From an optimization exercise on the open Yosys and OpenROAD flow, aimed at small area and a short achievable clock period; shortcuts taken in it are not production practice. At most, simulation tests tie the RTL to the original design; equivalence was not proved. No activity file was given, so power comes from the tool's default toggle rates.

## motion_command_word_parser_core
module motion_command_word_parser_core (
    input  logic        aclk,
    input  logic        aresetn,
    input  logic        s_valid,
    output logic        s_ready,
    input  logic [7:0]  s_rx_byte,
    output logic        m_valid,
    input  logic        m_ready,
    output logic [2:0]  m_status,
    output logic [1:0]  m_error_axis,
    output logic [16:0] m_x_mils,
    output logic [16:0] m_y_mils,
    output logic [16:0] m_z_mils,
    input  logic        cfg_valid,
    output logic        cfg_ready,
    input  logic [2:0]  cfg_index,
    input  logic [16:0] cfg_data
);
For scale: roughly 1800 cells after synthesis, about 260 flip-flops, about 92 I/O pins, roughly 15000 µm² of cells after synthesis.
==> module motion_command_word_parser_core, before the edit <==
module motion_command_word_parser_core (
    input  logic        aclk,
    input  logic        aresetn,
    input  logic        s_valid,
    output logic        s_ready,
    input  logic [7:0]  s_rx_byte,
    output logic        m_valid,
    input  logic        m_ready,
    output logic [2:0]  m_status,
    output logic [1:0]  m_error_axis,
    output logic [16:0] m_x_mils,
    output logic [16:0] m_y_mils,
    output logic [16:0] m_z_mils,
    input  logic        cfg_valid,
    output logic        cfg_ready,
    input  logic [2:0]  cfg_index,
    input  logic [16:0] cfg_data
);
    logic [2:0][16:0] limit_reg;
    logic [2:0][16:0] hold_reg;
    logic [71:0] st;           
    logic [2:0][16:0] val_reg;   
    logic [1:0]  lw;           
    logic        sel_act;      
    logic [1:0]  sel_ax;       
    logic [2:0]  idx;          
    logic        discard;
    logic        mv;
    logic [2:0]  status_reg;
    logic [1:0]  axis_reg;
    logic [7:0] b;
    logic [7:0] bu;
    logic is_cr, is_etx, is_sp, is_letter, is_f, is_char, is_dot;
    logic [3:0] code;
    logic accept, act, finish, err_any, wr;
    assign b  = s_rx_byte;
    assign bu = b & 8'hDF;
    always_comb begin
        is_cr     = (b == 8'h0D);
        is_etx    = (b == 8'h03);
        is_sp     = (b == 8'h20);
        is_f      = (bu == 8'h46);
        is_letter = (bu == 8'h58) || (bu == 8'h59) || (bu == 8'h5A) || is_f;
        is_dot    = (b == 8'h2E);
        is_char   = ((b >= 8'h30) && (b <= 8'h39)) || is_dot;
        code      = is_dot ? mcwp_pkg::CODE_DOT : b[3:0];
    end
    assign s_ready   = !mv || m_ready;
    assign cfg_ready = 1'b1;
    assign accept    = s_valid && s_ready;
    assign act       = accept && !discard;
    assign finish    = act && is_cr;
    assign err_any   = act && (is_etx || (sel_act && !is_cr && !is_sp && !is_letter && !is_char));
    assign wr        = act && sel_act && is_char && !(idx[2] && idx[1]);
    always_ff @(posedge aclk) begin
        if (!aresetn) begin
            for (int a = 0; a < 3; a++) begin
                limit_reg[a] <= mcwp_pkg::LIMIT_RESET;
                hold_reg[a]  <= '0;
            end
        end else if (cfg_valid) begin
            case (cfg_index)
                3'd0: limit_reg[0] <= cfg_data;
                3'd1: limit_reg[1] <= cfg_data;
                3'd2: limit_reg[2] <= cfg_data;
                3'd3: hold_reg[0]  <= cfg_data;
                3'd4: hold_reg[1]  <= cfg_data;
                3'd5: hold_reg[2]  <= cfg_data;
                default: ;
            endcase
        end
    end
    logic [2:0]  bad, empty, over, fresh;
    logic [23:0] wr_cur, wr_new;
    logic [19:0] wr_digits;
    logic [19:0] conv_in;
    logic [16:0] conv_limit;
    logic [16:0] conv_mils;
    logic        conv_over;
    mcwp_axis_shape u_shape_x (.codes(st[23:0]),  .bad(bad[0]), .empty(empty[0]));
    mcwp_axis_shape u_shape_y (.codes(st[47:24]), .bad(bad[1]), .empty(empty[1]));
    mcwp_axis_shape u_shape_z (.codes(st[71:48]), .bad(bad[2]), .empty(empty[2]));
    always_comb begin
        case (sel_ax)
            2'd0:    wr_cur = st[23:0];
            2'd1:    wr_cur = st[47:24];
            default: wr_cur = st[71:48];
        endcase
        for (int i = 0; i < 6; i++) begin
            wr_new[4*i +: 4] = (idx == 3'(i)) ? code : wr_cur[4*i +: 4];
        end
    end
    mcwp_axis_align u_align (.codes(wr_new), .digits(wr_digits));
    always_ff @(posedge aclk) begin
        conv_in <= wr_digits;
    end
    always_comb begin
        for (int a = 0; a < 3; a++) fresh[a] = (lw == 2'(a));
        case (lw)
            2'd0:    conv_limit = limit_reg[0];
            2'd1:    conv_limit = limit_reg[1];
            default: conv_limit = limit_reg[2];
        endcase
    end
    mcwp_axis_conv u_conv (.digits(conv_in), .limit(conv_limit), .mils(conv_mils), .over(conv_over));
    logic [2:0] fin_status;
    logic [1:0] fin_axis;
    always_comb begin
        for (int a = 0; a < 3; a++) begin
            over[a] = !empty[a] && (fresh[a] ? conv_over : (val_reg[a] > limit_reg[a]));
        end
        if (|bad) begin
            fin_status = mcwp_pkg::STATUS_BAD_NUM;
            fin_axis   = bad[2] ? 2'd2 : bad[1] ? 2'd1 : 2'd0;
        end else if (|over) begin
            fin_status = mcwp_pkg::STATUS_LIMIT;
            fin_axis   = over[2] ? 2'd2 : over[1] ? 2'd1 : 2'd0;
        end else begin
            fin_status = mcwp_pkg::STATUS_OK;
            fin_axis   = 2'd0;
        end
    end
    always_ff @(posedge aclk) begin
        for (int a = 0; a < 3; a++) begin
            if (finish && empty[a]) begin
                val_reg[a] <= hold_reg[a];
            end else if (fresh[a]) begin
                val_reg[a] <= conv_mils;
            end
        end
    end
    always_ff @(posedge aclk) begin
        if (!aresetn) begin
            lw <= 2'd3;
        end else begin
            lw <= wr ? sel_ax : 2'd3;
        end
    end
    logic clr;
    assign clr = accept && is_cr;
    always_ff @(posedge aclk) begin
        for (int a = 0; a < 3; a++) begin
            for (int i = 0; i < 6; i++) begin
                if (!aresetn || clr) begin
                    st[a*24+i*4 +: 4] <= mcwp_pkg::CODE_EMPTY;
                end else if (wr && sel_ax == 2'(a) && idx == 3'(i)) begin
                    st[a*24+i*4 +: 4] <= code;
                end
            end
        end
    end
    always_ff @(posedge aclk) begin
        if (!aresetn) begin
            sel_act <= 1'b0;
            discard <= 1'b0;
            mv      <= 1'b0;
        end else begin
            mv <= finish || err_any || (mv && !m_ready);
            if (accept) begin
                if (is_cr) begin
                    sel_act <= 1'b0;
                    discard <= 1'b0;
                end else if (!discard) begin
                    if (err_any) begin
                        discard <= 1'b1;
                    end else if (is_letter) begin
                        sel_act <= 1'b1;
                    end else if (sel_act && is_char && idx[2] && idx[1]) begin
                        sel_act <= 1'b0;
                    end
                end
            end
        end
    end
    always_ff @(posedge aclk) begin
        if (accept && is_letter) begin
            sel_ax <= {b[1] | is_f, b[0] | is_f};
            idx    <= 3'd0;
        end else if (wr) begin
            idx    <= idx + 3'd1;
        end
    end
    always_ff @(posedge aclk) begin
        if (s_ready) begin
            if (is_cr) begin
                status_reg <= fin_status;
                axis_reg   <= fin_axis;
            end else if (is_etx) begin
                status_reg <= mcwp_pkg::STATUS_CANCEL;
                axis_reg   <= 2'd0;
            end else begin
                status_reg <= mcwp_pkg::STATUS_BAD_CHAR;
                axis_reg   <= sel_ax;
            end
        end
    end
    logic res_ok;
    assign res_ok       = (status_reg == mcwp_pkg::STATUS_OK);
    assign m_valid      = mv;
    assign m_status     = status_reg;
    assign m_error_axis = axis_reg;
    assign m_x_mils     = val_reg[0] & {17{res_ok}};
    assign m_y_mils     = val_reg[1] & {17{res_ok}};
    assign m_z_mils     = val_reg[2] & {17{res_ok}};
endmodule
clock: 10.0 ns
lec_check: 0
abc_clock_period_in_ps: 4500
cap_margin: 20
core_margin: 2
core_utilization: 40
setup_slack_margin: 5
slew_margin: 20
run.sh (not shown) runs the stock make flow with config.mk's settings and CLKGATE_MAP_FILE= SYNTH_SCRIPT=/design/flow/synth_recipe.tcl, a recipe that flattens the netlist after the stock synthesis.
==> next run, changes <==
--- a/flow/design.v
+++ b/flow/design.v
@@ -5,10 +5,18 @@
     localparam logic [2:0] STATUS_CANCEL   = 3'd1;
     localparam logic [2:0] STATUS_BAD_CHAR = 3'd2;
     localparam logic [2:0] STATUS_BAD_NUM  = 3'd3;
     localparam logic [2:0] STATUS_LIMIT    = 3'd4;
     localparam logic [16:0] LIMIT_RESET = 17'd99999;
+    function automatic logic gt17(input logic [16:0] a, input logic [16:0] b);
+        logic c;
+        c = 1'b0;
+        for (int i = 0; i < 17; i++) begin
+            c = (a[i] & ~b[i]) | ((a[i] | ~b[i]) & c);
+        end
+        gt17 = c;
+    endfunction
 endpackage
 module mcwp_axis_shape (
     input  logic [23:0] codes,
     output logic        bad,
     output logic        empty
@@ -260,26 +268,23 @@
     assign accept    = s_valid && s_ready;
     assign act       = accept && !discard;
     assign finish    = act && is_cr;
     assign err_any   = act && (is_etx || (sel_act && !is_cr && !is_sp && !is_letter && !is_char));
     assign wr        = act && sel_act && is_char && !(idx[2] && idx[1]);
+    logic [16:0] cfg_limit_d, cfg_hold_d;
+    logic [5:0]  cfg_en;
+    always_comb begin
+        cfg_limit_d = aresetn ? cfg_data : mcwp_pkg::LIMIT_RESET;
+        cfg_hold_d  = aresetn ? cfg_data : 17'd0;
+        for (int k = 0; k < 6; k++) begin
+            cfg_en[k] = !aresetn || (cfg_valid && cfg_index == 3'(k));
+        end
+    end
     always_ff @(posedge aclk) begin
-        if (!aresetn) begin
-            for (int a = 0; a < 3; a++) begin
-                limit_reg[a] <= mcwp_pkg::LIMIT_RESET;
-                hold_reg[a]  <= '0;
-            end
-        end else if (cfg_valid) begin
-            case (cfg_index)
-                3'd0: limit_reg[0] <= cfg_data;
-                3'd1: limit_reg[1] <= cfg_data;
-                3'd2: limit_reg[2] <= cfg_data;
-                3'd3: hold_reg[0]  <= cfg_data;
-                3'd4: hold_reg[1]  <= cfg_data;
-                3'd5: hold_reg[2]  <= cfg_data;
-                default: ;
-            endcase
+        for (int a = 0; a < 3; a++) begin
+            if (cfg_en[a])     limit_reg[a] <= cfg_limit_d;
+            if (cfg_en[a + 3]) hold_reg[a]  <= cfg_hold_d;
         end
     end
     logic [2:0]  bad, empty, over, fresh;
     logic [23:0] wr_cur, wr_new;
     logic [19:0] wr_digits;
@@ -315,11 +320,11 @@
     mcwp_axis_conv u_conv (.digits(conv_in), .limit(conv_limit), .mils(conv_mils), .over(conv_over));
     logic [2:0] fin_status;
     logic [1:0] fin_axis;
     always_comb begin
         for (int a = 0; a < 3; a++) begin
-            over[a] = !empty[a] && (fresh[a] ? conv_over : (val_reg[a] > limit_reg[a]));
+            over[a] = !empty[a] && (fresh[a] ? conv_over : mcwp_pkg::gt17(val_reg[a], limit_reg[a]));
         end
         if (|bad) begin
             fin_status = mcwp_pkg::STATUS_BAD_NUM;
             fin_axis   = bad[2] ? 2'd2 : bad[1] ? 2'd1 : 2'd0;
         end else if (|over) begin
@@ -344,19 +349,19 @@
             lw <= 2'd3;
         end else begin
             lw <= wr ? sel_ax : 2'd3;
         end
     end
-    logic clr;
-    assign clr = accept && is_cr;
+    logic       st_clr;
+    logic [3:0] st_d;
+    assign st_clr = !aresetn || (accept && is_cr);
+    assign st_d   = st_clr ? mcwp_pkg::CODE_EMPTY : code;
     always_ff @(posedge aclk) begin
         for (int a = 0; a < 3; a++) begin
             for (int i = 0; i < 6; i++) begin
-                if (!aresetn || clr) begin
-                    st[a*24+i*4 +: 4] <= mcwp_pkg::CODE_EMPTY;
-                end else if (wr && sel_ax == 2'(a) && idx == 3'(i)) begin
-                    st[a*24+i*4 +: 4] <= code;
+                if (st_clr || (wr && sel_ax == 2'(a) && idx == 3'(i))) begin
+                    st[a*24+i*4 +: 4] <= st_d;
                 end
             end
         end
     end
     always_ff @(posedge aclk) begin
Result:
- worst setup slack gains 0.0083 ns
- die area goes down by 7.9%
- clock skew goes up by 0.015 ns
- cell count goes down by 24%
- area after synthesis goes down by 8.1%
- first-iteration DRC count goes up by 7.0%
- worst hold slack gains 0.051 ns
- cell area goes down by 7.3%
- synthesized cell count goes down by 30%
- maximum frequency barely changes
- count of clock-buffer cells in the layout goes down by 11
- core utilization goes up by 0.40 points
- combinational power goes down by 33%
- total power goes down by 12%
Function not checked in the second run of this note: the RTL went through the layout flow alone.

re-timing with driven ports:
No port has a modelled driver above. Below, the same layouts with a new extraction and two added sets of constraints.
Step 1, drivers: a clkbuf_16 drives aclk and a buf_2 each remaining input, both assumed.
Step 2 moves the port delays by t, midway between the first and last clock arrival at a register: inputs arrive t later, outputs are due t later. That takes back most of the time a late clock gives input paths.
a / b / c = ideal ports / drivers / drivers and shift; a / b = the first two.
| run | t (ns) | setup slack, ns | hold WS [ns] |
|---|---|---|---|
| the first run | 0.613 | 5.080 / 5.058 / 4.678 | 0.458 / 0.458 / 0.458 |
| the second run | 0.594 | 5.089 / 5.066 / 4.522 | 0.508 / 0.508 / 0.508 |
After both steps setup and hold are still met in every run listed. For the second run, which loses most, drivers alone change the setup slack by -0.023 ns; drivers and shift together by -0.567 ns.
